What follows belongs to an exercise in optimizing a design on an open flow for small area, a short achievable clock period and few clock cycles per item; a production flow would make more cautious choices. Only simulation tests tie the RTL to the original design; equivalence was not proved.

Setup of build 69:
## dual_velocity_pi_feedforward
module dual_velocity_pi_feedforward (
	input  logic               clk,
	input  logic               arst_n,
	input  logic               sample_valid,
	output logic               sample_ready,
	input  logic signed [15:0] sample_target_a,
	input  logic signed [15:0] sample_target_b,
	input  logic signed [15:0] sample_speed_a,
	input  logic signed [15:0] sample_speed_b,
	output logic               command_valid,
	input  logic               command_ready,
	output logic signed [10:0] command_drive_a,
	output logic signed [10:0] command_drive_b,
	input  logic               cfg_valid,
	output logic               cfg_ready,
	input  logic [2:0]         cfg_index,
	input  logic [15:0]        cfg_data
);
	localparam int DEPTH = 5;
	localparam int CREDITS = DEPTH + 2;
	localparam int QD = CREDITS;
	dvpf_pkg::booth_t   kf, ka, kp, ki;
	logic               ki_top;
	logic [10:0]        lim_hi_n, lim_lo_n;
	logic [DEPTH-1:0]   vq;
	logic               push;
	logic signed [10:0] drive_a, drive_b;
	logic               accept, take;
	logic [4:0]         owed, owed_nx;
	logic [2:0]         head, tail, fill, head_inc, tail_inc;
	logic [21:0]        ring [QD];
	logic [21:0]        q0, stay, next;
	assign push     = vq[DEPTH-1];
	assign accept   = sample_valid & sample_ready;
	assign take     = command_valid & command_ready;
	assign head_inc = (head == 3'(QD - 1)) ? 3'd0 : head + 3'd1;
	assign tail_inc = (tail == 3'(QD - 1)) ? 3'd0 : tail + 3'd1;
	assign owed_nx  = owed + 5'(accept) - 5'(take);
	assign stay     = (fill != 3'd0) ? ring[head] : {drive_a, drive_b};
	assign next     = (fill > 3'd1) ? ring[head_inc] : {drive_a, drive_b};
	assign {command_drive_a, command_drive_b} = q0;
	always_ff @(posedge clk or negedge arst_n) begin
		if (!arst_n) begin
			vq            <= '0;
			owed          <= '0;
			sample_ready  <= 1'b0;
			command_valid <= 1'b0;
			head          <= '0;
			tail          <= '0;
			fill          <= '0;
		end else begin
			vq           <= {vq[DEPTH-2:0], accept};
			owed         <= owed_nx;
			if (accept & !take)
				sample_ready <= owed < 5'(CREDITS - 1);
			else if (take & !accept)
				sample_ready <= owed < 5'(CREDITS + 1);
			else
				sample_ready <= owed < 5'(CREDITS);
  ...
==> flow/config.mk <==
export PLATFORM = sky130hd
export DESIGN_NAME = dual_velocity_pi_feedforward
export DESIGN_NICKNAME = dual_velocity_pi_feedforward
export VERILOG_FILES = /design/flow/design.v
export SDC_FILE = /design/flow/constraint.sdc
export NUM_CORES = 4
export LEC_CHECK = 0
export CAP_MARGIN = 20
export CORE_MARGIN = 2
export CORE_UTILIZATION = 60
export CTS_CLUSTER_DIAMETER = 80
export CTS_CLUSTER_SIZE = 24
export SLEW_MARGIN = 20
export SYNTH_HIERARCHICAL = 1
export SYNTH_MINIMUM_KEEP_SIZE = 0
==> flow/constraint.sdc <==
create_clock -name core_clock -period 11.0 [get_ports {clk}]
set_input_delay 2.2000 -clock core_clock [delete_from_list [all_inputs] [get_ports {clk}]]
set_output_delay 2.2000 -clock core_clock [all_outputs]
set_load 0.01 [all_outputs]
standard.sh (not shown) runs the stock make flow with config.mk's settings and CLKGATE_MAP_FILE= SYNTH_SCRIPT=/design/flow/synth_recipe.tcl, a recipe that flattens the netlist after the stock synthesis.
==> flow/flow/run.sh <==
#!/bin/bash
set -euo pipefail
bash standard.sh SETUP_SLACK_MARGIN=${SETUP_MARGIN:-7.45} \
	"BUFFER_PORTS_ARGS=-buffer_cell sky130_fd_sc_hd__buf_2" finish > standard.log 2>&1
Testbench counts of build 69, summed over its fixed seeds: cycles 16,224, items 16,000.
--- input diff build 69..build 48 ---
-- flow/flow/run.sh --
<<< build 69, line 3
bash standard.sh SETUP_SLACK_MARGIN=${SETUP_MARGIN:-7.45} \
>>> build 48, line 3
bash standard.sh SETUP_SLACK_MARGIN=${SETUP_MARGIN:-7.7} \
-- flow/config.mk --
<<< build 69, line 11
export CTS_CLUSTER_DIAMETER = 80
export CTS_CLUSTER_SIZE = 24
>>> build 48, line 11
export CTS_CLUSTER_DIAMETER = 100
export CTS_CLUSTER_SIZE = 30
==> notes.md <==
Build 48 ended with less filler cell count in the final layout than build 69.
NOTE number of non-clock buffers build 69->build 48 increased by more than a quarter
Build 48 against build 69: number of CTS-inserted buffers down 30, clock-buffer cell count down 16, synthesized area flat.
Final cell count: build 69 and build 48 compared, higher one is build 48
The final reports for build 48 and build 69 show met3 capacity usage during global routing higher in the former.
On maximum frequency, build 48 does better than build 69.
Comparing build 69 and build 48, the lower post-route core utilization was measured on build 69.
> inputs changed (build 48 -> build 60)
-- flow/flow/run.sh --
<<< build 48, line 3
bash standard.sh SETUP_SLACK_MARGIN=${SETUP_MARGIN:-7.7} \
>>> build 60, line 3
bash standard.sh SETUP_SLACK_MARGIN=${SETUP_MARGIN:-7.5} \
-- flow/config.mk --
<<< build 48, line 8
>>> build 60, line 8
export ABC_AREA = 1
<<< build 48, line 11
export CTS_CLUSTER_DIAMETER = 100
export CTS_CLUSTER_SIZE = 30
>>> build 60, line 12
export CTS_CLUSTER_DIAMETER = 90
export CTS_CLUSTER_SIZE = 28
Results
- Route | build 60 vs build 48 | wire longer in build 60
- Unique cell type count in the Yosys netlist in build 60 is about 40% below build 48.
- The global-route wire length before repair number comes out higher for build 60 vs build 48.
- Build 60 ended up with sky130_fd_sc_hd__nand2_1 as its most common cell after layout, fill and taps aside; build 48 ended up with sky130_fd_sc_hd__xnor2_1.
- Cell count of the worst reg-to-reg path in build 60 is 9 lower than in build 48

---

cedar:
dual_velocity_pi_feedforward, a different RTL version from the one above (not shown whole).
Size: ~8,100 cells after synthesis, about 1,200 flip-flops, about 93,000 sq um of cells after synthesis.
export LEC_CHECK = 0
export CAP_MARGIN = 20
export CORE_MARGIN = 2
export CORE_UTILIZATION = 60
export SLEW_MARGIN = 20
export SYNTH_HIERARCHICAL = 1
export SYNTH_MINIMUM_KEEP_SIZE = 0
create_clock -name core_clock -period 11.0 [get_ports {clk}]
==> flow/flow/run.sh <==
#!/bin/bash
set -euo pipefail
bash standard.sh SETUP_SLACK_MARGIN=${SETUP_MARGIN:-7.5} \
	"BUFFER_PORTS_ARGS=-buffer_cell sky130_fd_sc_hd__buf_2" finish > standard.log 2>&1
cedar completed end to end with timing, DRC and antenna clean.
Testbench counts of cedar, summed over its fixed seeds: cycles 16,224, items 16,000.
Edits applied to the flow inputs when going from cedar to birch:
==> flow/flow/run.sh <==
#!/bin/bash
set -euo pipefail
bash standard.sh SETUP_SLACK_MARGIN=${SETUP_MARGIN:-7.0} finish > standard.log 2>&1
### Flow results
birch: relative area change from synthesis to final layout 1.4 points below cedar. Summary of the comparison: worst hold slack is lower in birch, relative to cedar. Against cedar as the reference, birch delivers a lower met3 capacity usage during global routing. Wire length: birch vs cedar down 4.8%. birch | stages: all done | timing, DRC, antenna: all pass. Diff cedar -> birch | highest clock rate | down by a few percent.

---

== v39 ==
dual_velocity_pi_feedforward, a different RTL version from the one above (not shown whole).
Size in the first run: roughly 1300 flip-flops, about 110 I/O pins, ~95000 um^2 of cells after synthesis.
clock: 11.0 ns
lec_check: 0
cap_margin: 20
core_margin: 2
core_utilization: 60
cts_cluster_diameter: 90
cts_cluster_size: 28
slew_margin: 20
synth_hierarchical: 1
synth_minimum_keep_size: 0
==> flow/flow/run.sh <==
#!/bin/bash
set -euo pipefail
bash standard.sh SETUP_SLACK_MARGIN=${SETUP_MARGIN:-7.6} \
	"BUFFER_PORTS_ARGS=-buffer_cell sky130_fd_sc_hd__buf_2" finish > standard.log 2>&1
v39 was carried through to the last stage, and its layout satisfied the timing, design-rule and antenna checks.
Testbench counts of v39, summed over its fixed seeds: cycles 16,224, items 16,000.
What v59 does differently from v39 at the input level:
==> flow/flow/run.sh <==
#!/bin/bash
set -euo pipefail
bash standard.sh SETUP_SLACK_MARGIN=${SETUP_MARGIN:-7.7} \
	"BUFFER_PORTS_ARGS=-buffer_cell sky130_fd_sc_hd__buf_2" finish > standard.log 2>&1
--- a/flow/config.mk
+++ b/flow/config.mk
@@ -10,4 +10,4 @@
 export CORE_UTILIZATION = 60
-export CTS_CLUSTER_DIAMETER = 90
-export CTS_CLUSTER_SIZE = 28
+export CTS_CLUSTER_DIAMETER = 100
+export CTS_CLUSTER_SIZE = 30
 export SLEW_MARGIN = 20
==> notes.md <==
v59 finished all stages; layout check result: FAIL, due to antenna violations.
v39: flow completed, timing, DRC and antenna clean
Compared with v39, v59 shows a routed wire length that is 4500 um higher.
Of v59 and v39, v39 shows the lower core utilization, with v59 above it.
Changes observed in v59 relative to v39: total non-filler cell area in the finished layout rose by 1200 um^2; adder-cell share of the synthesized area stayed essentially flat; total global routing track utilization rose by 0.35 points; final cell count without fillers rose by 0.59%; number of nets in the layout rose by 0.68%.
Final critical-path setup slack: v59 worse than v39
Global-route track usage on met1 was higher in the run labelled v39.
Modified inputs, v53 compared to v59
==> flow/flow/run.sh <==
#!/bin/bash
set -euo pipefail
bash standard.sh SETUP_SLACK_MARGIN=${SETUP_MARGIN:-7.55} \
	"BUFFER_PORTS_ARGS=-buffer_cell sky130_fd_sc_hd__buf_2" finish > standard.log 2>&1
[summary]
v53 did not stop at any stage, and its layout met the timing, design-rule and antenna checks.
The final area of v53 is lower than that of v59.
Post-detailed-routing wire length in v53 vs v59: down about 2.4%
Changes observed in v53 relative to v59: share of the clock period used by the worst path up 0.34 points.
Summary of v53 over v59: non-filler instance count after layout has decreased.
v59 leaves more setup margin than v53.
As far as number of sequential storage elements goes, v59 and v53 are indistinguishable; the numbers are identical.
Fmax: v53 below v59
Relative to v59, the count of inserted antenna diode cells of v53 is lower by 2.

## afterwards: timing with drivers on the ports
The results above use ideal ports. As a check the final layouts listed here were re-extracted and re-timed, cells and wires unchanged.
Step 1: set_driving_cell puts a clkbuf_16 on clk and a buf_2 on each other input, an assumption about the parent block.
Step 2 adds t to the input delays and takes it off the output delays; t is the mean of the earliest and latest rising clock arrival at the registers after step 1. Input paths then give back, and output paths get back, about the clock's delay inside the block.
Three values: no drivers, after step 1, after step 2; two values: the first two.
run	shift t [ns]	setup slack, ns	worst hold slack (ns)	worst setup path at the end	latest minus earliest clock arrival (ns)
build 69	0.816	7.495 / 7.429 / 7.148	0.329 / 0.329 / 0.329	input to register	0.055 / 0.055
build 48	0.801	7.517 / 7.434 / 7.148	0.329 / 0.329 / 0.329	input to register	0.038 / 0.038
build 60	0.796	7.482 / 7.403 / 7.071	0.330 / 0.330 / 0.330	input, reset recovery	0.066 / 0.067
cedar	0.856	7.314 / 7.236 / 7.153	0.323 / 0.323 / 0.323	input, reset recovery	0.030 / 0.030
birch	0.861	7.059 / 6.970 / 6.659	0.320 / 0.320 / 0.320	input to register	0.043 / 0.043
v39	0.789	7.554 / 7.460 / 7.022	0.328 / 0.328 / 0.328	input to register	0.035 / 0.036
v59	0.821	7.539 / 7.447 / 7.115	0.314 / 0.314 / 0.314	input to register	0.053 / 0.053
v53	0.807	7.502 / 7.409 / 7.089	0.329 / 0.329 / 0.329	input, reset recovery	0.059 / 0.059
For v39, which loses most, drivers alone change the setup slack by -0.094 ns; drivers and shift together by -0.532 ns. The worst setup slack also covers recovery checks on asynchronous resets.
